From an optimization exercise on the open Yosys and OpenROAD flow, aimed at small area, a short achievable clock period and few clock cycles per item; shortcuts taken in it are not production practice.
The RTL was checked by simulation tests, not by an equivalence proof against the original design.

==> flow/design.v, too long to show whole: its modules and the start of the top module <==
// module ran_divu: 1437 lines
// module rational_arith_normalize_core: 458 lines
module rational_arith_normalize_core #(
  parameter int WIDTH = ran_pkg::WIDTH_DEF
) (
  input  logic clk,
  input  logic rst_n,
  input  logic in_valid,
  output logic in_ready,
  input  logic [ran_pkg::OP_W-1:0] in_operation,
  input  logic signed [ran_pkg::FIELD_W-1:0] in_left_num,
  input  logic signed [ran_pkg::FIELD_W-1:0] in_left_den,
  input  logic signed [ran_pkg::FIELD_W-1:0] in_right_num,
  input  logic signed [ran_pkg::FIELD_W-1:0] in_right_den,
  output logic out_valid,
  input  logic out_ready,
  output logic signed [ran_pkg::FIELD_W-1:0] out_result_num,
  output logic signed [ran_pkg::FIELD_W-1:0] out_result_den,
  output logic [ran_pkg::ST_W-1:0] out_status
);
  // ...
==> flow/run.sh <==
#!/bin/bash
# synth_recipe.tcl (not shown) runs the flow's synth.tcl, then flattens the netlist and writes it again
# the make line also repeats each setting of config.mk as NAME=value (left out here)
make -C /OpenROAD-flow-scripts/flow DESIGN_CONFIG=/design/flow/config.mk WORK_HOME=/design/flow/orfs CLKGATE_MAP_FILE= SYNTH_SCRIPT=/design/flow/synth_recipe.tcl finish
==> flow/config.mk <==
export PLATFORM = sky130hd
export DESIGN_NAME = rational_arith_normalize_core
export DESIGN_NICKNAME = rational_arith_normalize_core
export VERILOG_FILES = /design/flow/design.v
export SDC_FILE = /design/flow/constraint.sdc
export NUM_CORES = 4
export LEC_CHECK = 0
export CAP_MARGIN = 20
export CORE_MARGIN = 2
export CORE_UTILIZATION = 40
export SLEW_MARGIN = 20
==> flow/constraint.sdc <==
create_clock -name core_clock -period 11.0 [get_ports {clk}]
set_input_delay 2.2000 -clock core_clock [delete_from_list [all_inputs] [get_ports {clk}]]
set_output_delay 2.2000 -clock core_clock [all_outputs]
set_load 0.01 [all_outputs]
==> impl_metrics.py, run 1 <==
metrics = {
    "run_status": {
        "status": "finished clean",
    },
    "yosys": {
        "synth_top_family_by_area": "compound AO/OA/AOI/OAI gates",
        "synth_nets": 9187,
        "synth_compound_area_share_pct": 24.0,
        "post-synth-top-area-cell": "fa_1",
        "synth_top_cells_by_count": "nor2_1, nand2_1, inv_1",
        "synth-simple-area-share_pct": 18.6,
        "yosysSeqAreaShare_pct": 19.6,
    },
    "cells_and_area": {
        "num-nets-final": 9140,
        "clkCellAreaFrac_pct": 3.74,
        "multi_input_area_share_pct": 65.6,
        "clock_buffer_count": 93,
        "antenna_cells": 28,
        "seq_cell_count": 577,
    },
    "worst_setup_path": {
        "critPathTopFamily": "compound AO/OA/AOI/OAI gates",
        "reg2reg_to": "b_r[18]",
        "max_stage_delay_ns": 0.92,
    },
    "clocking": {
        "clockRootBuffer": "clkbuf_16",
        "cts-resized-gates": 0,
        "htree_levels": 3,
        "cts_tree": "done",
    },
    "grt": {
        "gr-usage-met2_pct": 59.1,
        "globalRouteMet1Util_pct": 50.1,
        "grt.busiest_layer": "met2",
        "use_met3_pct": 16.4,
        "grt-ovfl-total": 0,
    },
    "flow_run": {
        "maxCapViolations": 0,
    },
    "floorplanning": {
        "taps": 2160,
    },
    "hold_path": {
        "min_path_cells": 0,
    },
    "detailed_routing": {
        "routed_wl_mm": 354,
    },
    "sta": {
        "finalHoldViolCount": 0,
        "tns_ns": 0,
        "setup_viol": 0,
        "fmax_ghz": 0.143,
    },
    "placed_design": {
        "hpwl_mm": 273,
    },
}
Testbench counts, summed over its fixed seeds: cycles 28,600, items 960.
==> module rational_arith_normalize_core, before the edit <==
module rational_arith_normalize_core #(
  parameter int WIDTH = ran_pkg::WIDTH_DEF
) (
  input  logic clk,
  input  logic rst_n,
  input  logic in_valid,
  output logic in_ready,
  input  logic [ran_pkg::OP_W-1:0] in_operation,
  input  logic signed [ran_pkg::FIELD_W-1:0] in_left_num,
  input  logic signed [ran_pkg::FIELD_W-1:0] in_left_den,
  input  logic signed [ran_pkg::FIELD_W-1:0] in_right_num,
  input  logic signed [ran_pkg::FIELD_W-1:0] in_right_den,
  output logic out_valid,
  input  logic out_ready,
  output logic signed [ran_pkg::FIELD_W-1:0] out_result_num,
  output logic signed [ran_pkg::FIELD_W-1:0] out_result_den,
  output logic [ran_pkg::ST_W-1:0] out_status
);
  typedef enum logic [2:0] { F_IDLE, F_P, F_CHK, F_G, F_DONE } fstate_t;
  typedef enum logic [2:0] { B_IDLE, B_R, B_F1, B_F2, B_OUT } bstate_t;
  localparam logic [2:0] X_NSL = 3'd0, X_NSH = 3'd1, X_DSL = 3'd2, X_HB = 3'd3,
                         X_EB = 3'd4, X_NB = 3'd5, X_DB = 3'd6;
  localparam logic [2:0] Y_DSH = 3'd0, Y_DSL = 3'd1, Y_NSH = 3'd2, Y_ONE = 3'd3,
                         Y_X0 = 3'd4, Y_XR = 3'd5;
  localparam logic [2:0] B_0 = 3'd0, B_2 = 3'd1, B_A = 3'd2, B_B = 3'd3, B_EB = 3'd4;
  localparam logic [2:0] D_NONE = 3'd0, D_A = 3'd1, D_B = 3'd2, D_EB = 3'd3,
                         D_XR = 3'd4, D_NB = 3'd5, D_DB = 3'd6;
  function automatic logic [7:0] inv8(input logic [6:0] i);
    case (i)
      7'd0: inv8 = 8'h01;
      7'd1: inv8 = 8'hab;
      7'd2: inv8 = 8'hcd;
      7'd3: inv8 = 8'hb7;
      7'd4: inv8 = 8'h39;
      7'd5: inv8 = 8'ha3;
      7'd6: inv8 = 8'hc5;
      7'd7: inv8 = 8'hef;
      7'd8: inv8 = 8'hf1;
      7'd9: inv8 = 8'h1b;
      7'd10: inv8 = 8'h3d;
      7'd11: inv8 = 8'ha7;
      7'd12: inv8 = 8'h29;
      7'd13: inv8 = 8'h13;
      7'd14: inv8 = 8'h35;
      7'd15: inv8 = 8'hdf;
      7'd16: inv8 = 8'he1;
      7'd17: inv8 = 8'h8b;
      7'd18: inv8 = 8'had;
      7'd19: inv8 = 8'h97;
      7'd20: inv8 = 8'h19;
      7'd21: inv8 = 8'h83;
      7'd22: inv8 = 8'ha5;
      7'd23: inv8 = 8'hcf;
      7'd24: inv8 = 8'hd1;
      7'd25: inv8 = 8'hfb;
      7'd26: inv8 = 8'h1d;
      7'd27: inv8 = 8'h87;
      7'd28: inv8 = 8'h09;
      7'd29: inv8 = 8'hf3;
      7'd30: inv8 = 8'h15;
      7'd31: inv8 = 8'hbf;
      7'd32: inv8 = 8'hc1;
      7'd33: inv8 = 8'h6b;
      7'd34: inv8 = 8'h8d;
      7'd35: inv8 = 8'h77;
      7'd36: inv8 = 8'hf9;
      7'd37: inv8 = 8'h63;
      7'd38: inv8 = 8'h85;
      7'd39: inv8 = 8'haf;
      7'd40: inv8 = 8'hb1;
      7'd41: inv8 = 8'hdb;
      7'd42: inv8 = 8'hfd;
      7'd43: inv8 = 8'h67;
      7'd44: inv8 = 8'he9;
      7'd45: inv8 = 8'hd3;
      7'd46: inv8 = 8'hf5;
      7'd47: inv8 = 8'h9f;
      7'd48: inv8 = 8'ha1;
      7'd49: inv8 = 8'h4b;
      7'd50: inv8 = 8'h6d;
      7'd51: inv8 = 8'h57;
      7'd52: inv8 = 8'hd9;
      7'd53: inv8 = 8'h43;
      7'd54: inv8 = 8'h65;
      7'd55: inv8 = 8'h8f;
      7'd56: inv8 = 8'h91;
      7'd57: inv8 = 8'hbb;
      7'd58: inv8 = 8'hdd;
      7'd59: inv8 = 8'h47;
      7'd60: inv8 = 8'hc9;
      7'd61: inv8 = 8'hb3;
      7'd62: inv8 = 8'hd5;
      7'd63: inv8 = 8'h7f;
      7'd64: inv8 = 8'h81;
      7'd65: inv8 = 8'h2b;
      7'd66: inv8 = 8'h4d;
      7'd67: inv8 = 8'h37;
      7'd68: inv8 = 8'hb9;
      7'd69: inv8 = 8'h23;
      7'd70: inv8 = 8'h45;
      7'd71: inv8 = 8'h6f;
      7'd72: inv8 = 8'h71;
      7'd73: inv8 = 8'h9b;
      7'd74: inv8 = 8'hbd;
      7'd75: inv8 = 8'h27;
      7'd76: inv8 = 8'ha9;
      7'd77: inv8 = 8'h93;
      7'd78: inv8 = 8'hb5;
      7'd79: inv8 = 8'h5f;
      7'd80: inv8 = 8'h61;
      7'd81: inv8 = 8'h0b;
      7'd82: inv8 = 8'h2d;
      7'd83: inv8 = 8'h17;
      7'd84: inv8 = 8'h99;
      7'd85: inv8 = 8'h03;
      7'd86: inv8 = 8'h25;
      7'd87: inv8 = 8'h4f;
      7'd88: inv8 = 8'h51;
      7'd89: inv8 = 8'h7b;
      7'd90: inv8 = 8'h9d;
      7'd91: inv8 = 8'h07;
      7'd92: inv8 = 8'h89;
      7'd93: inv8 = 8'h73;
      7'd94: inv8 = 8'h95;
      7'd95: inv8 = 8'h3f;
      7'd96: inv8 = 8'h41;
      7'd97: inv8 = 8'heb;
      7'd98: inv8 = 8'h0d;
      7'd99: inv8 = 8'hf7;
      7'd100: inv8 = 8'h79;
      7'd101: inv8 = 8'he3;
      7'd102: inv8 = 8'h05;
      7'd103: inv8 = 8'h2f;
      7'd104: inv8 = 8'h31;
      7'd105: inv8 = 8'h5b;
      7'd106: inv8 = 8'h7d;
      7'd107: inv8 = 8'he7;
      7'd108: inv8 = 8'h69;
      7'd109: inv8 = 8'h53;
      7'd110: inv8 = 8'h75;
      7'd111: inv8 = 8'h1f;
      7'd112: inv8 = 8'h21;
      7'd113: inv8 = 8'hcb;
      7'd114: inv8 = 8'hed;
      7'd115: inv8 = 8'hd7;
      7'd116: inv8 = 8'h59;
      7'd117: inv8 = 8'hc3;
      7'd118: inv8 = 8'he5;
      7'd119: inv8 = 8'h0f;
      7'd120: inv8 = 8'h11;
      7'd121: inv8 = 8'h3b;
      7'd122: inv8 = 8'h5d;
      7'd123: inv8 = 8'hc7;
      7'd124: inv8 = 8'h49;
      7'd125: inv8 = 8'h33;
      7'd126: inv8 = 8'h55;
      7'd127: inv8 = 8'hff;
      default: inv8 = 8'h01;
    endcase
  endfunction
  function automatic logic [31:0] mag(input logic [31:0] v);
    mag = v[31] ? (~v + 32'd1) : v;
  endfunction
  fstate_t fs_r;
  logic [3:0] step_r;
  logic [2:0] op_r;
  logic [3:0] sg_r;           
  logic [64:0] a_r;           
  logic [63:0] b_r;           
  logic [63:0] ns_r, ds_r;    
  logic nneg_r, dneg_r;
  logic zden_r, znum_r;       
  bstate_t bs_r;
  logic [3:0] bstep_r;
  logic bjust_r;              
  logic [31:0] hb_r, eb_r, nb_r, db_r, xr_r;
  logic [7:0] x0_r;
  logic bneg_r;
  logic [ST_W-1:0] bst_r;
  logic [2:0] xsel, ysel, bsel, dest;
  logic yhi, msub;
  logic [6:0] xs_r;           
  logic [9:0] ys_r;           
  logic [2:0] bsel1_r, dest1_r, bsel_r, dest_r;
  logic sub1_r, hi1_r, hi_r, sub_r;
  logic [31:0] mx;
  logic [15:0] my;
  logic [47:0] ms, mc, s_r, c_r;
  logic [64:0] mbase, sv, cv, ts, tc, macc;
  always_comb begin
    mx = ({32{xs_r[0]}} & ns_r[31:0]) | ({32{xs_r[1]}} & ns_r[63:32]) |
         ({32{xs_r[2]}} & ds_r[31:0]) | ({32{xs_r[3]}} & hb_r) |
         ({32{xs_r[4]}} & eb_r) | ({32{xs_r[5]}} & nb_r) | ({32{xs_r[6]}} & db_r);
    my = ({16{ys_r[0]}} & ds_r[47:32]) | ({16{ys_r[1]}} & ds_r[63:48]) |
         ({16{ys_r[2]}} & ds_r[15:0]) | ({16{ys_r[3]}} & ds_r[31:16]) |
         ({16{ys_r[4]}} & ns_r[47:32]) | ({16{ys_r[5]}} & ns_r[63:48]) |
         {15'd0, ys_r[6]} | ({16{ys_r[7]}} & {8'd0, x0_r}) |
         ({16{ys_r[8]}} & xr_r[15:0]) | ({16{ys_r[9]}} & xr_r[31:16]);
  end
  ran_divu u_mul (.x(mx), .y(my), .s(ms), .c(mc));
  always_comb begin
    case (bsel_r)
      B_2: mbase = 65'd2;
      B_A: mbase = a_r;
      B_B: mbase = {1'b0, b_r};
      B_EB: mbase = {33'd0, eb_r};
      default: mbase = '0;
    endcase
    sv = (hi_r ? {1'b0, s_r, 16'd0} : {17'd0, s_r}) ^ {65{sub_r}};
    cv = (hi_r ? {1'b0, c_r, 16'd0} : {17'd0, c_r}) ^ {65{sub_r}};
    ts = mbase ^ sv ^ cv;
    tc = (mbase & sv) | (mbase & cv) | (sv & cv);
    macc = ts + {tc[63:0], sub_r} + {64'd0, sub_r};
  end
  logic [64:0] dab, dba;
  logic [63:0] gsel, gsh;
  logic a_ge_b, a_zero, b_zero, g_to_a;
  assign dab = {1'b0, a_r[63:0]} - {1'b0, b_r};
  assign dba = {1'b0, (fs_r == F_CHK) ? 64'd0 : b_r} - {1'b0, a_r[63:0]};
  assign a_ge_b = !dab[64];
  assign a_zero = (a_r == '0);
  assign b_zero = (b_r == '0);
  always_comb begin
    if (!a_r[0]) gsel = a_r[63:0];
    else if (!b_r[0]) gsel = b_r;
    else if (a_ge_b) gsel = dab[63:0];
    else gsel = dba[63:0];
    if (gsel[1]) gsh = {1'b0, gsel[63:1]};
    else if (gsel[2]) gsh = {2'b0, gsel[63:2]};
    else if (gsel[3]) gsh = {3'b0, gsel[63:3]};
    else gsh = {4'b0, gsel[63:4]};
  end
  assign g_to_a = !a_r[0] || (b_r[0] && a_ge_b);
  logic hsmall, ge_n, eq_n, ge_d, neg_res, ovf;
  assign hsmall = (b_r[63:33] == '0);
  assign ge_n = hsmall && (ns_r[63:31] >= b_r[32:0]);
  assign eq_n = hsmall && (ns_r[63:31] == b_r[32:0]) && (ns_r[30:0] == '0);
  assign ge_d = hsmall && (ds_r[63:31] >= b_r[32:0]);
  assign neg_res = nneg_r ^ dneg_r;
  assign ovf = (neg_res ? (ge_n && !eq_n) : ge_n) || ge_d;
  logic handoff, take;
  assign handoff = (fs_r == F_DONE) && (bs_r == B_IDLE);
  assign in_ready = (fs_r == F_IDLE) || handoff;
  assign take = in_ready && in_valid;
  fstate_t fs_n;
  logic [3:0] step_n;
  logic [2:0] op_n;
  logic [3:0] sg_n;
  logic plast;
  always_comb begin
    case (op_r)
      3'd0, 3'd1: plast = (step_r == 4'd6);
      3'd2, 3'd3: plast = (step_r == 4'd4);
      3'd4, 3'd7: plast = (step_r == 4'd2);
      default: plast = (step_r == 4'd3);
    endcase
    fs_n = fs_r;
    step_n = step_r;
    case (fs_r)
      F_IDLE, F_DONE: begin
        if (take) begin fs_n = F_P; step_n = '0; end
        else if (handoff) fs_n = F_IDLE;
      end
      F_P: begin
        if (plast) begin fs_n = F_CHK; step_n = '0; end
        else step_n = step_r + 4'd1;
      end
      F_CHK: fs_n = (b_zero || a_zero) ? F_DONE : F_G;
      F_G: if (a_zero && (ns_r[0] || ds_r[0])) fs_n = F_DONE;
      default: fs_n = F_IDLE;
    endcase
    op_n = take ? in_operation : op_r;
    sg_n = take ? {in_right_den[31], in_right_num[31], in_left_den[31], in_left_num[31]} : sg_r;
  end
  logic dsign;
  always_comb begin
    case (op_r)
      3'd0, 3'd1, 3'd2: dsign = sg_r[1] ^ sg_r[3];
      3'd3: dsign = sg_r[1] ^ sg_r[2];
      default: dsign = sg_r[1];
    endcase
  end
  logic fwant, bactive, bwant, bissue;
  logic [2:0] bxsel, bysel, bbsel, bdest;
  logic byhi, bsub, bdep;
  always_comb begin
    xsel = X_NSL; ysel = Y_ONE; yhi = 1'b0; msub = 1'b0; bsel = B_0; dest = D_NONE;
    if (fs_n == F_P) begin
      if (op_n[2] == 1'b0 && op_n[1] == 1'b0) begin
        case (step_n)
          4'd0: begin xsel = X_NSL; ysel = Y_DSH; msub = sg_n[0] ^ sg_n[3]; dest = D_A; end
          4'd1: begin xsel = X_NSL; ysel = Y_DSH; yhi = 1'b1; msub = sg_n[0] ^ sg_n[3]; bsel = B_A; dest = D_A; end
          4'd2: begin xsel = X_NSH; ysel = Y_DSL; msub = sg_n[2] ^ sg_n[1] ^ op_n[0]; bsel = B_A; dest = D_A; end
          4'd3: begin xsel = X_NSH; ysel = Y_DSL; yhi = 1'b1; msub = sg_n[2] ^ sg_n[1] ^ op_n[0]; bsel = B_A; dest = D_A; end
          4'd4: begin xsel = X_DSL; ysel = Y_DSH; dest = D_B; end
          4'd5: begin xsel = X_DSL; ysel = Y_DSH; yhi = 1'b1; bsel = B_B; dest = D_B; end
          default: ;
        endcase
      end else if (op_n[2] == 1'b0) begin
        case (step_n)
          4'd0: begin xsel = X_NSL; ysel = op_n[0] ? Y_DSH : Y_NSH; msub = sg_n[0] ^ (op_n[0] ? sg_n[3] : sg_n[2]); dest = D_A; end
          4'd1: begin xsel = X_NSL; ysel = op_n[0] ? Y_DSH : Y_NSH; yhi = 1'b1; msub = sg_n[0] ^ (op_n[0] ? sg_n[3] : sg_n[2]); bsel = B_A; dest = D_A; end
          4'd2: begin xsel = X_DSL; ysel = op_n[0] ? Y_NSH : Y_DSH; dest = D_B; end
          4'd3: begin xsel = X_DSL; ysel = op_n[0] ? Y_NSH : Y_DSH; yhi = 1'b1; bsel = B_B; dest = D_B; end
          default: ;
        endcase
      end else if (op_n[1:0] == 2'd0 || op_n[1:0] == 2'd3) begin
        case (step_n)
          4'd0: begin xsel = X_NSL; msub = sg_n[0] ^ !op_n[0]; dest = D_A; end
          4'd1: begin xsel = X_DSL; dest = D_B; end
          default: ;
        endcase
      end else begin
        case (step_n)
          4'd0: begin xsel = X_NSL; msub = sg_n[0]; dest = D_A; end
          4'd1: begin xsel = X_DSL; msub = sg_n[1] ^ op_n[1]; bsel = B_A; dest = D_A; end
          4'd2: begin xsel = X_DSL; dest = D_B; end
          default: ;
        endcase
      end
    end
    fwant = (dest != D_NONE);
    bxsel = X_HB; bysel = Y_X0; byhi = 1'b0; bsub = 1'b0; bbsel = B_0; bdest = D_NONE;
    bdep = 1'b1;
    case (bstep_r)
      4'd0: begin bxsel = X_HB; bysel = Y_X0; bbsel = B_2; bsub = 1'b1; bdest = D_EB; end
      4'd1: begin bxsel = X_EB; bysel = Y_X0; bdest = D_XR; end
      4'd2: begin bxsel = X_HB; bysel = Y_XR; bbsel = B_2; bsub = 1'b1; bdest = D_EB; end
      4'd3: begin bxsel = X_EB; bysel = Y_XR; bdest = D_XR; end
      4'd4: begin bxsel = X_NB; bysel = Y_XR; bsub = bneg_r; bdest = D_EB; end
      4'd5: begin bxsel = X_NB; bysel = Y_XR; byhi = 1'b1; bsub = bneg_r; bbsel = B_EB; bdest = D_NB; bdep = 1'b0; end
      4'd6: begin bxsel = X_DB; bysel = Y_XR; bdest = D_EB; bdep = 1'b0; end
      default: begin bxsel = X_DB; bysel = Y_XR; byhi = 1'b1; bbsel = B_EB; bdest = D_DB; bdep = 1'b0; end
    endcase
    bactive = (bs_r == B_R) || (handoff && !zden_r && !znum_r);
    bwant = bactive && !(bdep && bjust_r);
    bissue = bwant && !fwant;
    if (bissue) begin
      xsel = bxsel; ysel = bysel; yhi = byhi; msub = bsub; bsel = bbsel; dest = bdest;
    end
  end
  always_ff @(posedge clk) begin
    if (!rst_n) begin
      fs_r <= F_IDLE;
      step_r <= '0;
      bs_r <= B_IDLE;
      bstep_r <= '0;
      bjust_r <= 1'b0;
      dest1_r <= D_NONE;
      dest_r <= D_NONE;
    end else begin
      fs_r <= fs_n;
      step_r <= step_n;
      dest1_r <= dest;
      dest_r <= dest1_r;
      bjust_r <= bissue;
      case (bs_r)
        B_IDLE: if (handoff) begin
          bs_r <= (zden_r || znum_r) ? B_OUT : B_R;
          bstep_r <= bissue ? 4'd1 : 4'd0;
        end
        B_R: if (bissue) begin
          bstep_r <= bstep_r + 4'd1;
          if (bstep_r == 4'd7) bs_r <= B_F1;
        end
        B_F1: bs_r <= B_F2;
        B_F2: bs_r <= B_OUT;
        B_OUT: if (out_ready) begin bs_r <= B_IDLE; bstep_r <= '0; end
        default: bs_r <= B_IDLE;
      endcase
    end
  end
  always_ff @(posedge clk) begin
    xs_r <= '0;
    case (xsel)
      X_NSL: xs_r[0] <= 1'b1;
      X_NSH: xs_r[1] <= 1'b1;
      X_DSL: xs_r[2] <= 1'b1;
      X_HB: xs_r[3] <= 1'b1;
      X_EB: xs_r[4] <= 1'b1;
      X_NB: xs_r[5] <= 1'b1;
      default: xs_r[6] <= 1'b1;
    endcase
    ys_r <= '0;
    case (ysel)
      Y_DSH: ys_r[yhi ? 1 : 0] <= 1'b1;
      Y_DSL: ys_r[yhi ? 3 : 2] <= 1'b1;
      Y_NSH: ys_r[yhi ? 5 : 4] <= 1'b1;
      Y_X0: ys_r[7] <= 1'b1;
      Y_XR: ys_r[yhi ? 9 : 8] <= 1'b1;
      default: ys_r[6] <= 1'b1;
    endcase
    bsel1_r <= bsel;
    hi1_r <= yhi;
    sub1_r <= msub;
    s_r <= ms;
    c_r <= mc;
    bsel_r <= bsel1_r;
    hi_r <= hi1_r;
    sub_r <= sub1_r;
    case (dest_r)
      D_A: a_r <= macc;
      D_B: b_r <= macc[63:0];
      D_EB: eb_r <= macc[31:0];
      D_XR: xr_r <= macc[31:0];
      D_NB: nb_r <= macc[31:0];
      D_DB: db_r <= macc[31:0];
      default: ;
    endcase
    if (take) begin
      ns_r <= {mag(in_right_num), mag(in_left_num)};
      ds_r <= {mag(in_right_den), mag(in_left_den)};
      sg_r <= {in_right_den[31], in_right_num[31], in_left_den[31], in_left_num[31]};
      op_r <= in_operation;
    end
    if (fs_r == F_P && step_r == 4'd0) dneg_r <= dsign;
    if (fs_r == F_CHK) begin
      nneg_r <= a_r[64];
      if (a_r[64]) a_r <= {1'b0, dba[63:0]};
      ns_r <= a_r[64] ? dba[63:0] : a_r[63:0];
      ds_r <= b_r;
      zden_r <= b_zero;
      znum_r <= a_zero;
    end
    if (fs_r == F_G) begin
      if (!ns_r[0] && !ds_r[0]) begin
        ns_r <= {1'b0, ns_r[63:1]};
        ds_r <= {1'b0, ds_r[63:1]};
      end
      if (!a_zero) begin
        if (g_to_a) a_r <= {1'b0, gsh};
        else b_r <= gsh;
      end
    end
    if (handoff) begin
      hb_r <= b_r[31:0];
      x0_r <= inv8(b_r[7:1]);
      bneg_r <= neg_res;
      if (zden_r) begin
        bst_r <= ST_ZERO_DEN;
      end else if (znum_r) begin
        bst_r <= ST_OK;
        nb_r <= '0;
        db_r <= dneg_r ? 32'hffff_ffff : 32'd1;
      end else begin
        bst_r <= ovf ? ST_OVERFLOW : ST_OK;
        nb_r <= ns_r[31:0];
        db_r <= ds_r[31:0];
      end
    end
  end
  logic ok;
  assign ok = (bst_r == ST_OK);
  assign out_valid = (bs_r == B_OUT);
  assign out_result_num = ok ? nb_r : '0;
  assign out_result_den = ok ? db_r : '0;
  assign out_status = bst_r;
endmodule
==> run 2, diff against run 1 <==
--- a/flow/design.v
+++ b/flow/design.v
@@ -9,16 +9,142 @@
     OP_NEG = 3'd4, OP_INC = 3'd5, OP_DEC = 3'd6, OP_NORM = 3'd7
   } op_t;
   typedef enum logic [ST_W-1:0] {
     ST_OK = 2'd0, ST_ZERO_DEN = 2'd1, ST_OVERFLOW = 2'd2
   } status_t;
 endpackage
 `timescale 1ns / 1ps
 module ran_divu (
+  input  logic        clk,
+  input  logic        rst_n,
+  input  logic        p_first,    
+  input  logic        p_last,     
+  input  logic        p_dneg,     
+  input  logic        we_a,       
+  input  logic        we_b,       
+  input  logic [64:0] macc,
+  input  logic        release_i,  
+  output logic        idle,       
+  output logic        done,       
+  output logic [64:0] a,          
+  output logic [63:0] b,
+  output logic [63:0] h,
+  output logic [31:0] ns_lo,
+  output logic [31:0] ds_lo,
+  output logic        ovf,
+  output logic        neg_res,
+  output logic        zden,
+  output logic        znum,
+  output logic        dneg
+);
+  typedef enum logic [2:0] { P_IDLE, P_P, P_D1, P_D2, P_FULL } pstate_t;
+  typedef enum logic [1:0] { G_IDLE, G_RUN, G_DONE } gstate_t;
+  pstate_t ps_r;
+  gstate_t gs_r;
+  logic [64:0] pa_r;          
+  logic [63:0] pb_r;          
+  logic pdneg_r;
+  logic [63:0] a_r;           
+  logic [63:0] b_r;
+  logic [63:0] ns_r, ds_r;    
+  logic nneg_r, dneg_r, zden_r, znum_r;
+  logic [63:0] pabs;
+  logic pa_zero, pb_zero, load;
+  assign pabs = pa_r[64] ? (~pa_r[63:0] + 64'd1) : pa_r[63:0];
+  assign pa_zero = (pa_r == '0);
+  assign pb_zero = (pb_r == '0);
+  assign load = (ps_r == P_FULL) && ((gs_r == G_IDLE) || release_i);
+  logic [64:0] dab, dba, sab, gx;
+  logic [63:0] gsh;
+  logic a_ge_b, g_to_a, g_eq, both_odd, g_done;
+  assign dab = {1'b0, a_r} - {1'b0, b_r};
+  assign dba = {1'b0, b_r} - {1'b0, a_r};
+  assign sab = {1'b0, a_r} + {1'b0, b_r};
+  assign a_ge_b = !dab[64];
+  assign g_eq = (a_r == b_r);
+  assign both_odd = a_r[0] && b_r[0];
+  assign g_done = (gs_r == G_RUN) && both_odd && g_eq && (ns_r[0] || ds_r[0]);
+  always_comb begin
+    if (!a_r[0]) gx = {1'b0, a_r};
+    else if (!b_r[0]) gx = {1'b0, b_r};
+    else if (a_r[1] != b_r[1]) gx = sab;
+    else if (a_ge_b) gx = dab;
+    else gx = {1'b0, dba[63:0]};
+    if (gx[1]) gsh = gx[64:1];
+    else if (gx[2]) gsh = gx[64:2];
+    else if (gx[3]) gsh = {1'b0, gx[64:3]};
+    else if (gx[4]) gsh = {2'b0, gx[64:4]};
+    else if (gx[5]) gsh = {3'b0, gx[64:5]};
+    else if (gx[6]) gsh = {4'b0, gx[64:6]};
+    else if (gx[7]) gsh = {5'b0, gx[64:7]};
+    else gsh = {6'b0, gx[64:8]};
+  end
+  assign g_to_a = !a_r[0] || (b_r[0] && a_ge_b);
+  logic hsmall, ge_n, eq_n, ge_d;
+  assign hsmall = (b_r[63:33] == '0);
+  assign ge_n = hsmall && (ns_r[63:31] >= b_r[32:0]);
+  assign eq_n = hsmall && (ns_r[63:31] == b_r[32:0]) && (ns_r[30:0] == '0);
+  assign ge_d = hsmall && (ds_r[63:31] >= b_r[32:0]);
+  assign neg_res = nneg_r ^ dneg_r;
+  assign ovf = (neg_res ? (ge_n && !eq_n) : ge_n) || ge_d;
+  always_ff @(posedge clk) begin
+    if (!rst_n) begin
+      ps_r <= P_IDLE;
+      gs_r <= G_IDLE;
+    end else begin
+      case (ps_r)
+        P_IDLE: if (p_last) ps_r <= P_D1; else if (p_first) ps_r <= P_P;
+        P_P: if (p_last) ps_r <= P_D1;
+        P_D1: ps_r <= P_D2;
+        P_D2: ps_r <= P_FULL;
+        P_FULL: if (load) ps_r <= P_IDLE;
+        default: ps_r <= P_IDLE;
+      endcase
+      if (load) gs_r <= (pa_zero || pb_zero) ? G_DONE : G_RUN;
+      else if (release_i) gs_r <= G_IDLE;
+      else if (g_done) gs_r <= G_DONE;
+    end
+  end
+  always_ff @(posedge clk) begin
+    if (we_a) pa_r <= macc;
+    if (we_b) pb_r <= macc[63:0];
+    if (p_last) pdneg_r <= p_dneg;
+    if (load) begin
+      a_r <= pabs;
+      b_r <= pb_r;
+      ns_r <= pabs;
+      ds_r <= pb_r;
+      nneg_r <= pa_r[64];
+      dneg_r <= pdneg_r;
+      zden_r <= pb_zero;
+      znum_r <= pa_zero;
+    end else if (gs_r == G_RUN) begin
+      if (!ns_r[0] && !ds_r[0]) begin
+        ns_r <= {1'b0, ns_r[63:1]};
+        ds_r <= {1'b0, ds_r[63:1]};
+      end
+      if (!(both_odd && g_eq)) begin
+        if (g_to_a) a_r <= gsh;
+        else b_r <= gsh;
+      end
+    end
+  end
+  assign idle = (ps_r == P_IDLE);
+  assign done = (gs_r == G_DONE) || g_done;
+  assign a = pa_r;
+  assign b = pb_r;
+  assign h = b_r;
+  assign ns_lo = ns_r[31:0];
+  assign ds_lo = ds_r[31:0];
+  assign zden = zden_r;
+  assign znum = znum_r;
+  assign dneg = dneg_r;
+endmodule
+module ran_mul (
   input  logic [31:0] x,
   input  logic [15:0] y,
   output logic [47:0] s,
   output logic [47:0] c
 );
   logic [31:0] pp0;
   assign pp0 = x & {32{y[0]}};
   logic [31:0] pp1;
@@ -1465,25 +1591,24 @@
   input  logic signed [ran_pkg::FIELD_W-1:0] in_right_num,
   input  logic signed [ran_pkg::FIELD_W-1:0] in_right_den,
   output logic out_valid,
   input  logic out_ready,
   output logic signed [ran_pkg::FIELD_W-1:0] out_result_num,
   output logic signed [ran_pkg::FIELD_W-1:0] out_result_den,
   output logic [ran_pkg::ST_W-1:0] out_status
 );
-  typedef enum logic [2:0] { F_IDLE, F_P, F_CHK, F_G, F_DONE } fstate_t;
-  typedef enum logic [2:0] { B_IDLE, B_R, B_F1, B_F2, B_OUT } bstate_t;
+  typedef enum logic [0:0] { B_IDLE, B_R } bstate_t;
   localparam logic [2:0] X_NSL = 3'd0, X_NSH = 3'd1, X_DSL = 3'd2, X_HB = 3'd3,
                          X_EB = 3'd4, X_NB = 3'd5, X_DB = 3'd6;
   localparam logic [2:0] Y_DSH = 3'd0, Y_DSL = 3'd1, Y_NSH = 3'd2, Y_ONE = 3'd3,
                          Y_X0 = 3'd4, Y_XR = 3'd5;
   localparam logic [2:0] B_0 = 3'd0, B_2 = 3'd1, B_A = 3'd2, B_B = 3'd3, B_EB = 3'd4;
-  localparam logic [2:0] D_NONE = 3'd0, D_A = 3'd1, D_B = 3'd2, D_EB = 3'd3,
-                         D_XR = 3'd4, D_NB = 3'd5, D_DB = 3'd6;
+  localparam logic [3:0] D_NONE = 4'd0, D_A0 = 4'd1, D_B0 = 4'd2,
+                         D_EB = 4'd5, D_XR = 4'd6, D_ON = 4'd7, D_OD = 4'd8;
   function automatic logic [7:0] inv8(input logic [6:0] i);
     case (i)
       7'd0: inv8 = 8'h01;
       7'd1: inv8 = 8'hab;
       7'd2: inv8 = 8'hcd;
       7'd3: inv8 = 8'hb7;
       7'd4: inv8 = 8'h39;
       7'd5: inv8 = 8'ha3;
@@ -1610,223 +1735,198 @@
       7'd126: inv8 = 8'h55;
       7'd127: inv8 = 8'hff;
       default: inv8 = 8'h01;
     endcase
   endfunction
   function automatic logic [31:0] mag(input logic [31:0] v);
     mag = v[31] ? (~v + 32'd1) : v;
   endfunction
-  fstate_t fs_r;
-  logic [3:0] step_r;
+  logic full_r;               
+  logic [3:0] pstep_r;        
   logic [2:0] op_r;
   logic [3:0] sg_r;           
-  logic [64:0] a_r;           
-  logic [63:0] b_r;           
   logic [63:0] ns_r, ds_r;    
-  logic nneg_r, dneg_r;
-  logic zden_r, znum_r;       
+  logic fe_idle, fe_done;
+  logic [64:0] fe_a;
+  logic [63:0] fe_b, fe_h;
+  logic [31:0] fe_ns, fe_ds;
+  logic fe_ovf, fe_neg, fe_zden, fe_znum, fe_dneg;
+  logic fe_first, fe_last;
   bstate_t bs_r;
   logic [3:0] bstep_r;
-  logic bjust_r;              
+  logic bjust_r, bjust2_r;    
   logic [31:0] hb_r, eb_r, nb_r, db_r, xr_r;
   logic [7:0] x0_r;
   logic bneg_r;
   logic [ST_W-1:0] bst_r;
-  logic [2:0] xsel, ysel, bsel, dest;
-  logic yhi, msub;
+  logic ovalid_r;
+  logic [31:0] onum_r, oden_r;
+  logic [ST_W-1:0] ost_r;
+  logic [2:0] xsel, ysel, bsel;
+  logic [3:0] dest;
+  logic yhi, msub, bfe;
   logic [6:0] xs_r;           
   logic [9:0] ys_r;           
-  logic [2:0] bsel1_r, dest1_r, bsel_r, dest_r;
+  logic [6:0] bs1_r, bs2_r;   
+  logic [3:0] dest1_r, dest_r;
   logic sub1_r, hi1_r, hi_r, sub_r;
   logic [31:0] mx;
   logic [15:0] my;
   logic [47:0] ms, mc, s_r, c_r;
   logic [64:0] mbase, sv, cv, ts, tc, macc;
   always_comb begin
     mx = ({32{xs_r[0]}} & ns_r[31:0]) | ({32{xs_r[1]}} & ns_r[63:32]) |
          ({32{xs_r[2]}} & ds_r[31:0]) | ({32{xs_r[3]}} & hb_r) |
          ({32{xs_r[4]}} & eb_r) | ({32{xs_r[5]}} & nb_r) | ({32{xs_r[6]}} & db_r);
     my = ({16{ys_r[0]}} & ds_r[47:32]) | ({16{ys_r[1]}} & ds_r[63:48]) |
          ({16{ys_r[2]}} & ds_r[15:0]) | ({16{ys_r[3]}} & ds_r[31:16]) |
          ({16{ys_r[4]}} & ns_r[47:32]) | ({16{ys_r[5]}} & ns_r[63:48]) |
          {15'd0, ys_r[6]} | ({16{ys_r[7]}} & {8'd0, x0_r}) |
          ({16{ys_r[8]}} & xr_r[15:0]) | ({16{ys_r[9]}} & xr_r[31:16]);
   end
-  ran_divu u_mul (.x(mx), .y(my), .s(ms), .c(mc));
+  ran_mul u_mul (.x(mx), .y(my), .s(ms), .c(mc));
   always_comb begin
-    case (bsel_r)
-      B_2: mbase = 65'd2;
-      B_A: mbase = a_r;
-      B_B: mbase = {1'b0, b_r};
-      B_EB: mbase = {33'd0, eb_r};
-      default: mbase = '0;
-    endcase
+    mbase = {63'd0, bs2_r[0], 1'b0} | ({65{bs2_r[1]}} & fe_a) |
+            ({65{bs2_r[2]}} & {1'b0, fe_b}) | ({65{bs2_r[5]}} & {33'd0, eb_r});
     sv = (hi_r ? {1'b0, s_r, 16'd0} : {17'd0, s_r}) ^ {65{sub_r}};
     cv = (hi_r ? {1'b0, c_r, 16'd0} : {17'd0, c_r}) ^ {65{sub_r}};
     ts = mbase ^ sv ^ cv;
     tc = (mbase & sv) | (mbase & cv) | (sv & cv);
     macc = ts + {tc[63:0], sub_r} + {64'd0, sub_r};
   end
-  logic [64:0] dab, dba;
-  logic [63:0] gsel, gsh;
-  logic a_ge_b, a_zero, b_zero, g_to_a;
-  assign dab = {1'b0, a_r[63:0]} - {1'b0, b_r};
-  assign dba = {1'b0, (fs_r == F_CHK) ? 64'd0 : b_r} - {1'b0, a_r[63:0]};
-  assign a_ge_b = !dab[64];
-  assign a_zero = (a_r == '0);
-  assign b_zero = (b_r == '0);
-  always_comb begin
-    if (!a_r[0]) gsel = a_r[63:0];
-    else if (!b_r[0]) gsel = b_r;
-    else if (a_ge_b) gsel = dab[63:0];
-    else gsel = dba[63:0];
-    if (gsel[1]) gsh = {1'b0, gsel[63:1]};
-    else if (gsel[2]) gsh = {2'b0, gsel[63:2]};
-    else if (gsel[3]) gsh = {3'b0, gsel[63:3]};
-    else gsh = {4'b0, gsel[63:4]};
-  end
-  assign g_to_a = !a_r[0] || (b_r[0] && a_ge_b);
-  logic hsmall, ge_n, eq_n, ge_d, neg_res, ovf;
-  assign hsmall = (b_r[63:33] == '0);
-  assign ge_n = hsmall && (ns_r[63:31] >= b_r[32:0]);
-  assign eq_n = hsmall && (ns_r[63:31] == b_r[32:0]) && (ns_r[30:0] == '0);
-  assign ge_d = hsmall && (ds_r[63:31] >= b_r[32:0]);
-  assign neg_res = nneg_r ^ dneg_r;
-  assign ovf = (neg_res ? (ge_n && !eq_n) : ge_n) || ge_d;
-  logic handoff, take;
-  assign handoff = (fs_r == F_DONE) && (bs_r == B_IDLE);
-  assign in_ready = (fs_r == F_IDLE) || handoff;
+  logic handoff, take, bfree;
+  assign bfree = (bs_r == B_IDLE);
+  logic hzero, ofree;
+  assign ofree = !ovalid_r;
+  assign hzero = fe_zden || fe_znum;
+  assign handoff = fe_done && bfree && (!hzero || (!bjust_r && !bjust2_r && ofree));
+  ran_divu u_fe (
+    .clk(clk), .rst_n(rst_n),
+    .p_first(fe_first), .p_last(fe_last), .p_dneg(dsign),
+    .we_a(dest_r == D_A0), .we_b(dest_r == D_B0),
+    .macc(macc), .release_i(handoff),
+    .idle(fe_idle), .done(fe_done), .a(fe_a), .b(fe_b), .h(fe_h),
+    .ns_lo(fe_ns), .ds_lo(fe_ds), .ovf(fe_ovf), .neg_res(fe_neg),
+    .zden(fe_zden), .znum(fe_znum), .dneg(fe_dneg)
+  );
+  assign in_ready = !full_r;
   assign take = in_ready && in_valid;
-  fstate_t fs_n;
-  logic [3:0] step_n;
-  logic [2:0] op_n;
-  logic [3:0] sg_n;
-  logic plast;
-  always_comb begin
-    case (op_r)
-      3'd0, 3'd1: plast = (step_r == 4'd6);
-      3'd2, 3'd3: plast = (step_r == 4'd4);
-      3'd4, 3'd7: plast = (step_r == 4'd2);
-      default: plast = (step_r == 4'd3);
-    endcase
-    fs_n = fs_r;
-    step_n = step_r;
-    case (fs_r)
-      F_IDLE, F_DONE: begin
-        if (take) begin fs_n = F_P; step_n = '0; end
-        else if (handoff) fs_n = F_IDLE;
-      end
-      F_P: begin
-        if (plast) begin fs_n = F_CHK; step_n = '0; end
-        else step_n = step_r + 4'd1;
-      end
-      F_CHK: fs_n = (b_zero || a_zero) ? F_DONE : F_G;
-      F_G: if (a_zero && (ns_r[0] || ds_r[0])) fs_n = F_DONE;
-      default: fs_n = F_IDLE;
-    endcase
-    op_n = take ? in_operation : op_r;
-    sg_n = take ? {in_right_den[31], in_right_num[31], in_left_den[31], in_left_num[31]} : sg_r;
-  end
   logic dsign;
   always_comb begin
     case (op_r)
       3'd0, 3'd1, 3'd2: dsign = sg_r[1] ^ sg_r[3];
       3'd3: dsign = sg_r[1] ^ sg_r[2];
       default: dsign = sg_r[1];
     endcase
   end
-  logic fwant, bactive, bwant, bissue;
-  logic [2:0] bxsel, bysel, bbsel, bdest;
-  logic byhi, bsub, bdep;
+  logic [2:0] pxsel, pysel, pbsel;
+  logic [3:0] pdest;
+  logic pyhi, psub, plast, pwant, pgrant;
   always_comb begin
-    xsel = X_NSL; ysel = Y_ONE; yhi = 1'b0; msub = 1'b0; bsel = B_0; dest = D_NONE;
-    if (fs_n == F_P) begin
-      if (op_n[2] == 1'b0 && op_n[1] == 1'b0) begin
-        case (step_n)
-          4'd0: begin xsel = X_NSL; ysel = Y_DSH; msub = sg_n[0] ^ sg_n[3]; dest = D_A; end
-          4'd1: begin xsel = X_NSL; ysel = Y_DSH; yhi = 1'b1; msub = sg_n[0] ^ sg_n[3]; bsel = B_A; dest = D_A; end
-          4'd2: begin xsel = X_NSH; ysel = Y_DSL; msub = sg_n[2] ^ sg_n[1] ^ op_n[0]; bsel = B_A; dest = D_A; end
-          4'd3: begin xsel = X_NSH; ysel = Y_DSL; yhi = 1'b1; msub = sg_n[2] ^ sg_n[1] ^ op_n[0]; bsel = B_A; dest = D_A; end
-          4'd4: begin xsel = X_DSL; ysel = Y_DSH; dest = D_B; end
-          4'd5: begin xsel = X_DSL; ysel = Y_DSH; yhi = 1'b1; bsel = B_B; dest = D_B; end
-          default: ;
-        endcase
-      end else if (op_n[2] == 1'b0) begin
-        case (step_n)
-          4'd0: begin xsel = X_NSL; ysel = op_n[0] ? Y_DSH : Y_NSH; msub = sg_n[0] ^ (op_n[0] ? sg_n[3] : sg_n[2]); dest = D_A; end
-          4'd1: begin xsel = X_NSL; ysel = op_n[0] ? Y_DSH : Y_NSH; yhi = 1'b1; msub = sg_n[0] ^ (op_n[0] ? sg_n[3] : sg_n[2]); bsel = B_A; dest = D_A; end
-          4'd2: begin xsel = X_DSL; ysel = op_n[0] ? Y_NSH : Y_DSH; dest = D_B; end
-          4'd3: begin xsel = X_DSL; ysel = op_n[0] ? Y_NSH : Y_DSH; yhi = 1'b1; bsel = B_B; dest = D_B; end
-          default: ;
-        endcase
-      end else if (op_n[1:0] == 2'd0 || op_n[1:0] == 2'd3) begin
-        case (step_n)
-          4'd0: begin xsel = X_NSL; msub = sg_n[0] ^ !op_n[0]; dest = D_A; end
-          4'd1: begin xsel = X_DSL; dest = D_B; end
-          default: ;
-        endcase
-      end else begin
-        case (step_n)
-          4'd0: begin xsel = X_NSL; msub = sg_n[0]; dest = D_A; end
-          4'd1: begin xsel = X_DSL; msub = sg_n[1] ^ op_n[1]; bsel = B_A; dest = D_A; end
-          4'd2: begin xsel = X_DSL; dest = D_B; end
-          default: ;
-        endcase
-      end
+    pxsel = X_NSL; pysel = Y_ONE; pyhi = 1'b0; psub = 1'b0; pbsel = B_0; pdest = D_NONE;
+    plast = 1'b0;
+    if (op_r[2] == 1'b0 && op_r[1] == 1'b0) begin
+      case (pstep_r)
+        4'd0: begin pxsel = X_NSL; pysel = Y_DSH; psub = sg_r[0] ^ sg_r[3]; pdest = D_A0; end
+        4'd1: begin pxsel = X_NSL; pysel = Y_DSH; pyhi = 1'b1; psub = sg_r[0] ^ sg_r[3]; pbsel = B_A; pdest = D_A0; end
+        4'd2: begin pxsel = X_NSH; pysel = Y_DSL; psub = sg_r[2] ^ sg_r[1] ^ op_r[0]; pbsel = B_A; pdest = D_A0; end
+        4'd3: begin pxsel = X_NSH; pysel = Y_DSL; pyhi = 1'b1; psub = sg_r[2] ^ sg_r[1] ^ op_r[0]; pbsel = B_A; pdest = D_A0; end
+        4'd4: begin pxsel = X_DSL; pysel = Y_DSH; pdest = D_B0; end
+        default: begin pxsel = X_DSL; pysel = Y_DSH; pyhi = 1'b1; pbsel = B_B; pdest = D_B0; plast = 1'b1; end
+      endcase
+    end else if (op_r[2] == 1'b0) begin
+      case (pstep_r)
+        4'd0: begin pxsel = X_NSL; pysel = op_r[0] ? Y_DSH : Y_NSH; psub = sg_r[0] ^ (op_r[0] ? sg_r[3] : sg_r[2]); pdest = D_A0; end
+        4'd1: begin pxsel = X_NSL; pysel = op_r[0] ? Y_DSH : Y_NSH; pyhi = 1'b1; psub = sg_r[0] ^ (op_r[0] ? sg_r[3] : sg_r[2]); pbsel = B_A; pdest = D_A0; end
+        4'd2: begin pxsel = X_DSL; pysel = op_r[0] ? Y_NSH : Y_DSH; pdest = D_B0; end
+        default: begin pxsel = X_DSL; pysel = op_r[0] ? Y_NSH : Y_DSH; pyhi = 1'b1; pbsel = B_B; pdest = D_B0; plast = 1'b1; end
+      endcase
+    end else if (op_r[1:0] == 2'd0 || op_r[1:0] == 2'd3) begin
+      case (pstep_r)
+        4'd0: begin pxsel = X_NSL; psub = sg_r[0] ^ !op_r[0]; pdest = D_A0; end
+        default: begin pxsel = X_DSL; pdest = D_B0; plast = 1'b1; end
+      endcase
+    end else begin
+      case (pstep_r)
+        4'd0: begin pxsel = X_NSL; psub = sg_r[0]; pdest = D_A0; end
+        4'd1: begin pxsel = X_DSL; psub = sg_r[1] ^ op_r[1]; pbsel = B_A; pdest = D_A0; end
+        default: begin pxsel = X_DSL; pdest = D_B0; plast = 1'b1; end
+      endcase
     end
-    fwant = (dest != D_NONE);
+    pwant = full_r && (pstep_r != 4'd0 || fe_idle);
+  end
+  logic [2:0] bxsel, bysel, bbsel;
+  logic [3:0] bdest;
+  logic byhi, bsub, bdep, bactive, bwant, bissue;
+  always_comb begin
     bxsel = X_HB; bysel = Y_X0; byhi = 1'b0; bsub = 1'b0; bbsel = B_0; bdest = D_NONE;
     bdep = 1'b1;
     case (bstep_r)
       4'd0: begin bxsel = X_HB; bysel = Y_X0; bbsel = B_2; bsub = 1'b1; bdest = D_EB; end
       4'd1: begin bxsel = X_EB; bysel = Y_X0; bdest = D_XR; end
       4'd2: begin bxsel = X_HB; bysel = Y_XR; bbsel = B_2; bsub = 1'b1; bdest = D_EB; end
       4'd3: begin bxsel = X_EB; bysel = Y_XR; bdest = D_XR; end
       4'd4: begin bxsel = X_NB; bysel = Y_XR; bsub = bneg_r; bdest = D_EB; end
-      4'd5: begin bxsel = X_NB; bysel = Y_XR; byhi = 1'b1; bsub = bneg_r; bbsel = B_EB; bdest = D_NB; bdep = 1'b0; end
+      4'd5: begin bxsel = X_NB; bysel = Y_XR; byhi = 1'b1; bsub = bneg_r; bbsel = B_EB; bdest = D_ON; bdep = !ofree; end
       4'd6: begin bxsel = X_DB; bysel = Y_XR; bdest = D_EB; bdep = 1'b0; end
-      default: begin bxsel = X_DB; bysel = Y_XR; byhi = 1'b1; bbsel = B_EB; bdest = D_DB; bdep = 1'b0; end
+      default: begin bxsel = X_DB; bysel = Y_XR; byhi = 1'b1; bbsel = B_EB; bdest = D_OD; bdep = 1'b0; end
     endcase
-    bactive = (bs_r == B_R) || (handoff && !zden_r && !znum_r);
-    bwant = bactive && !(bdep && bjust_r);
-    bissue = bwant && !fwant;
-    if (bissue) begin
+    bactive = (bs_r == B_R) || (handoff && !hzero);
+    bwant = bactive && !(bdep && bjust_r) && !(bstep_r == 4'd5 && !ofree);
+    pgrant = pwant;
+    bissue = bwant && !pwant;
+  end
+  always_comb begin
+    if (pgrant) begin
+      xsel = pxsel; ysel = pysel; yhi = pyhi; msub = psub; bsel = pbsel;
+      dest = pdest;
+      bfe = 1'b0;
+    end else if (bissue) begin
       xsel = bxsel; ysel = bysel; yhi = byhi; msub = bsub; bsel = bbsel; dest = bdest;
+      bfe = 1'b0;
+    end else begin
+      xsel = X_NSL; ysel = Y_ONE; yhi = 1'b0; msub = 1'b0; bsel = B_0; dest = D_NONE;
+      bfe = 1'b0;
     end
   end
+  assign fe_first = pgrant && (pstep_r == 4'd0);
+  assign fe_last = pgrant && plast;
   always_ff @(posedge clk) begin
     if (!rst_n) begin
-      fs_r <= F_IDLE;
-      step_r <= '0;
+      full_r <= 1'b0;
+      pstep_r <= '0;
       bs_r <= B_IDLE;
       bstep_r <= '0;
       bjust_r <= 1'b0;
+      bjust2_r <= 1'b0;
+      ovalid_r <= 1'b0;
       dest1_r <= D_NONE;
       dest_r <= D_NONE;
     end else begin
-      fs_r <= fs_n;
-      step_r <= step_n;
       dest1_r <= dest;
       dest_r <= dest1_r;
       bjust_r <= bissue;
-      case (bs_r)
-        B_IDLE: if (handoff) begin
-          bs_r <= (zden_r || znum_r) ? B_OUT : B_R;
-          bstep_r <= bissue ? 4'd1 : 4'd0;
-        end
-        B_R: if (bissue) begin
-          bstep_r <= bstep_r + 4'd1;
-          if (bstep_r == 4'd7) bs_r <= B_F1;
-        end
-        B_F1: bs_r <= B_F2;
-        B_F2: bs_r <= B_OUT;
-        B_OUT: if (out_ready) begin bs_r <= B_IDLE; bstep_r <= '0; end
-        default: bs_r <= B_IDLE;
-      endcase
+      bjust2_r <= bjust_r;
+      if ((dest_r == D_OD) || (handoff && hzero)) ovalid_r <= 1'b1;
+      else if (out_ready) ovalid_r <= 1'b0;
+      if (take) begin
+        full_r <= 1'b1;
+        pstep_r <= '0;
+      end else if (pgrant) begin
+        if (plast) full_r <= 1'b0;
+        pstep_r <= pstep_r + 4'd1;
+      end
+      if (handoff && !hzero) begin
+        bs_r <= B_R;
+        bstep_r <= bissue ? 4'd1 : 4'd0;
+      end else if (bs_r == B_R && bissue) begin
+        bstep_r <= bstep_r + 4'd1;
+        if (bstep_r == 4'd7) begin bs_r <= B_IDLE; bstep_r <= '0; end
+      end
     end
   end
   always_ff @(posedge clk) begin
     xs_r <= '0;
     case (xsel)
       X_NSL: xs_r[0] <= 1'b1;
       X_NSH: xs_r[1] <= 1'b1;
       X_DSL: xs_r[2] <= 1'b1;
@@ -1839,74 +1939,57 @@
     case (ysel)
       Y_DSH: ys_r[yhi ? 1 : 0] <= 1'b1;
       Y_DSL: ys_r[yhi ? 3 : 2] <= 1'b1;
       Y_NSH: ys_r[yhi ? 5 : 4] <= 1'b1;
       Y_X0: ys_r[7] <= 1'b1;
       Y_XR: ys_r[yhi ? 9 : 8] <= 1'b1;
       default: ys_r[6] <= 1'b1;
     endcase
-    bsel1_r <= bsel;
+    bs1_r <= '0;
+    case (bsel)
+      B_2: bs1_r[0] <= 1'b1;
+      B_A: bs1_r[bfe ? 3 : 1] <= 1'b1;
+      B_B: bs1_r[bfe ? 4 : 2] <= 1'b1;
+      B_EB: bs1_r[5] <= 1'b1;
+      default: ;
+    endcase
     hi1_r <= yhi;
     sub1_r <= msub;
     s_r <= ms;
     c_r <= mc;
-    bsel_r <= bsel1_r;
+    bs2_r <= bs1_r;
     hi_r <= hi1_r;
     sub_r <= sub1_r;
     case (dest_r)
-      D_A: a_r <= macc;
-      D_B: b_r <= macc[63:0];
       D_EB: eb_r <= macc[31:0];
       D_XR: xr_r <= macc[31:0];
-      D_NB: nb_r <= macc[31:0];
-      D_DB: db_r <= macc[31:0];
+      D_ON: begin onum_r <= macc[31:0]; ost_r <= bst_r; end
+      D_OD: oden_r <= macc[31:0];
       default: ;
     endcase
     if (take) begin
       ns_r <= {mag(in_right_num), mag(in_left_num)};
       ds_r <= {mag(in_right_den), mag(in_left_den)};
       sg_r <= {in_right_den[31], in_right_num[31], in_left_den[31], in_left_num[31]};
       op_r <= in_operation;
     end
-    if (fs_r == F_P && step_r == 4'd0) dneg_r <= dsign;
-    if (fs_r == F_CHK) begin
-      nneg_r <= a_r[64];
-      if (a_r[64]) a_r <= {1'b0, dba[63:0]};
-      ns_r <= a_r[64] ? dba[63:0] : a_r[63:0];
-      ds_r <= b_r;
-      zden_r <= b_zero;
-      znum_r <= a_zero;
-    end
-    if (fs_r == F_G) begin
-      if (!ns_r[0] && !ds_r[0]) begin
-        ns_r <= {1'b0, ns_r[63:1]};
-        ds_r <= {1'b0, ds_r[63:1]};
-      end
-      if (!a_zero) begin
-        if (g_to_a) a_r <= {1'b0, gsh};
-        else b_r <= gsh;
-      end
-    end
     if (handoff) begin
-      hb_r <= b_r[31:0];
-      x0_r <= inv8(b_r[7:1]);
-      bneg_r <= neg_res;
-      if (zden_r) begin
-        bst_r <= ST_ZERO_DEN;
-      end else if (znum_r) begin
-        bst_r <= ST_OK;
-        nb_r <= '0;
-        db_r <= dneg_r ? 32'hffff_ffff : 32'd1;
-      end else begin
-        bst_r <= ovf ? ST_OVERFLOW : ST_OK;
-        nb_r <= ns_r[31:0];
-        db_r <= ds_r[31:0];
+      hb_r <= fe_h[31:0];
+      x0_r <= inv8(fe_h[7:1]);
+      bneg_r <= fe_neg;
+      bst_r <= fe_ovf ? ST_OVERFLOW : ST_OK;
+      nb_r <= fe_ns;
+      db_r <= fe_ds;
+      if (hzero) begin
+        onum_r <= '0;
+        oden_r <= fe_znum ? (fe_dneg ? 32'hffff_ffff : 32'd1) : 32'd0;
+        ost_r <= fe_zden ? ST_ZERO_DEN : ST_OK;
       end
     end
   end
   logic ok;
-  assign ok = (bst_r == ST_OK);
-  assign out_valid = (bs_r == B_OUT);
-  assign out_result_num = ok ? nb_r : '0;
-  assign out_result_den = ok ? db_r : '0;
-  assign out_status = bst_r;
+  assign ok = (ost_r == ST_OK);
+  assign out_valid = ovalid_r;
+  assign out_result_num = ok ? onum_r : '0;
+  assign out_result_den = ok ? oden_r : '0;
+  assign out_status = ost_r;
 endmodule
==> run 2 against run 1 <==
Still clean on timing, DRC and antenna. Hold slack lost 0.030 ns. Fmax shrank 3.0%. Routed wire length grew 1.7%. Synthesized area grew 20%. Critical path depth grew 1. Clock skew shrank 0.0043 ns. Sequential share of layout area grew 12 points. Non-clock buffer count shrank 84. Critical path type unchanged. Critical endpoint is now u_fe.b_r[45].
==> impl_metrics.py, run 2 <==
metrics = {
    "run_status": {
        "status": "finished clean",
    },
    "yosys": {
        "synth_edf_count": 692,
        "syn_area_um2": 76900,
        "synth_top_area_share_pct": 27.0,
        "synth_nets": 9519,
        "synth-main-ff-cell": "edfxtp_1",
        "synth_cell_types": 105,
        "post-synth-top-area-cell": "edfxtp_1",
        "synthArstFlopShare_pct": 0,
        "synth_top_cells_by_count": "nand2_1, inv_1, nor2_1",
        "yosysMostFrequentCell": "nand2_1",
        "yosys_warnings": 2,
        "ys_seq_elements": 906,
        "synth.avg_cell_area_um2": 9.01,
        "synth_area_leaders": "edfxtp_1, fa_1, ha_1",
        "yosysSeqAreaShare_pct": 32.6,
        "syn_inst": 8541,
    },
    "detailed_routing": {
        "routed_wl_mm": 360,
        "postRouteAntennaNets": 0,
        "drc": 0,
        "vias": 70863,
        "drt-initial-drc-count": 9297,
        "wire_per_inst_um": 32.4,
        "viasPerCell": 6.39,
        "drtPass1Iterations": 10,
    },
    "worst_setup_path": {
        "cp-start-kind": "flip-flop",
        "critPathTopFamily": "compound AO/OA/AOI/OAI gates",
        "cp.required_ns": 11.45,
        "critical_path_buf_inv_count": 2,
        "cp-end-kind": "flip-flop",
        "cp_max_fo": 21,
        "crit_chain": "inv_1, ha_1, a21o_1, a221o_1, a211oi_2, o211a_1, a2111o_1, a21oi_1, or4_4, a32oi_2, nand2_2, buf_4, nand2_1, o211ai_1, a221oi_2, o21ai_0",
        "arrival_ns": 7.64,
        "max_stage_delay_ns": 0.69,
        "slowest_stage": "edfxtp_1",
        "crit_type": "reg -> reg",
    },
    "grt": {
        "grt-ovfl-total": 0,
        "grt_usage_pct": 35.6,
        "grt_pass1_vias": 68771,
        "grt_pass1_wl_mm": 506,
        "grt_max_degree": 129,
        "antenna_found_initial": 18,
    },
    "cells_and_area": {
        "synthToLayoutAreaGrowth_pct": 10.2,
        "final.fill_count": 18544,
        "layout-drive-gt1-share_pct": 5.50,
        "multi_input_area_um2": 47200,
        "register_area_um2": 25100,
        "num-nets-final": 9477,
        "final_cells": 11098,
        "largest_reg_flops": 65,
        "final_common_cell": "nand2_1",
        "utilization_pct": 44.5,
        "registers.top_by_ff_count": "u_fe.pa_r",
        "final_cell_mix": "nand2_1, inv_1, nor2_1",
    },
    "sta": {
        "finalHoldViolCount": 0,
        "fmax_ghz": 0.139,
        "worst_pin_slew_ns": 1.33,
        "rsz0062_at_grt": "no",
        "whs_ns": 0.329,
        "period_needed_ns": 7.19,
        "slew_headroom_pct": 11.2,
        "period_share_pct": 65.4,
        "drv_slew": 0,
        "tns_ns": 0,
        "setup_ws_ns": 3.81,
        "fin_skew_ns": 0.0878,
        "setup_viol": 0,
    },
    "floorplanning": {
        "die_h_um": 443,
        "placement_rows": 160,
        "core_area_um2": 191000,
        "dieWidth_um": 443,
        "num_io_pins": 203,
        "initial_utilization_pct": 40.4,
        "dieArea_um2": 196000,
    },
    "clocking": {
        "cts-resized-gates": 0,
        "htree_levels": 3,
        "cts_tree": "done",
        "clock_latency_ns": 0.78,
        "cts_buffer_depth": 3,
        "clock_sinks": 906,
        "cts-hold-fix-buffers": 0,
        "post-cts-setup-buffers": 0,
        "clockRootBuffer": "clkbuf_16",
        "cts-buffers-inserted": 94,
        "path_clk_slew_ns": 0.06,
    },
    "flow_run": {
        "maxCapViolations": 0,
    },
    "placed_design": {
        "dp_slack_ns": 4.03,
        "finalWeightedCongestion": 1.01,
        "portBuffers": 202,
        "place_inst": 10913,
        "hpwl_mm": 282,
    },
    "hold_path": {
        "hold_class": "reg -> reg",
    },
}
[run 2: cell types whose count changed after synthesis, moves of 96 or more]
cell | before | now
a211oi_1 | 183 | 66
edfxtp_1 | 108 | 692
inv_1 | 709 | 817
nor2_1 | 921 | 714
mux2i_1 | 223 | 121
o21ai_0 | 550 | 454
dfxtp_1 | 469 | 214
[run 2: layout make-up]
type,instances,area share (%)
inverter,820,3.64
timing repair buffer,360,3.82
multi-input combinational,6317,55.6
sequential,906,29.6
antenna,7,0.0207
tap,2511,3.71
clock buffer,116,2.88
clock inverter,61,0.738
[run 2: stage by stage]
| stage | instance area, um^2 |
|---|---|
| detailed placement | 81700 |
| CTS | 84800 |
| finish | 84800 |
| global route | 84800 |
| global placement | 81600 |
| floorplan | 76900 |
[run 2: layer usage]
layer,track usage (%),part of all wire (%)
met1,45.2,38
met2,56.2,45
met3,6.58,9.5
met4,22.1,7.6
met5,0,0.021
[run 2: path summary, 6_finish.rpt]
path	slack [ns]	cells past startpoint	from	to
setup reg to reg	3.81	16	u_fe.b_r[4]	u_fe.b_r[45]
hold reg to reg	0.33	0	bs1_r[2]	bs2_r[2]
hold / removal	0.33	0	bs1_r[2]	bs2_r[2]
setup / recovery	3.81	16	u_fe.b_r[4]	u_fe.b_r[45]
[run 2: cells by family (layout without fill, tap and decap cells)]
kind of cell    after synthesis  after routing  synth area share, %
simple gates               2737           2737                 16.7
flops                       906            906                 32.6
mux                         136            136                 1.81
other cells                   0              7                    0
buf+inv                    1318           1357                 6.57
compound gates             2192           2192                 19.2
xor+xnor                    408            408                 4.64
fa+ha+maj                   844            844                 18.4
Testbench counts of run 2, summed over its fixed seeds: cycles 18,961, items 960.

## port drivers added, routing unchanged
How much do the figures lean on ideal ports? The routed layouts below were timed once more, with nothing changed but the port constraints. Step 1, drivers: a clkbuf_16 drives clk and a buf_2 each remaining input, both assumed. Step 2, shift: input delay + t, output delay - t, t = (earliest + latest rising clock arrival at the registers) / 2. This alone moves slack from input paths to output paths. a / b / c = no drivers / after step 1 / after step 2; a / b = the first two.
run	t, ns	setup WS [ns]	latest minus earliest clock arrival (ns)	slew at the worst register clock pin (ns)
run 1	0.791	4.022 / 4.022 / 4.022	0.092 / 0.092	0.07 / 0.07
run 2	0.815	3.810 / 3.810 / 3.810	0.088 / 0.088	0.07 / 0.07
After both steps setup and hold are still met in every run listed.
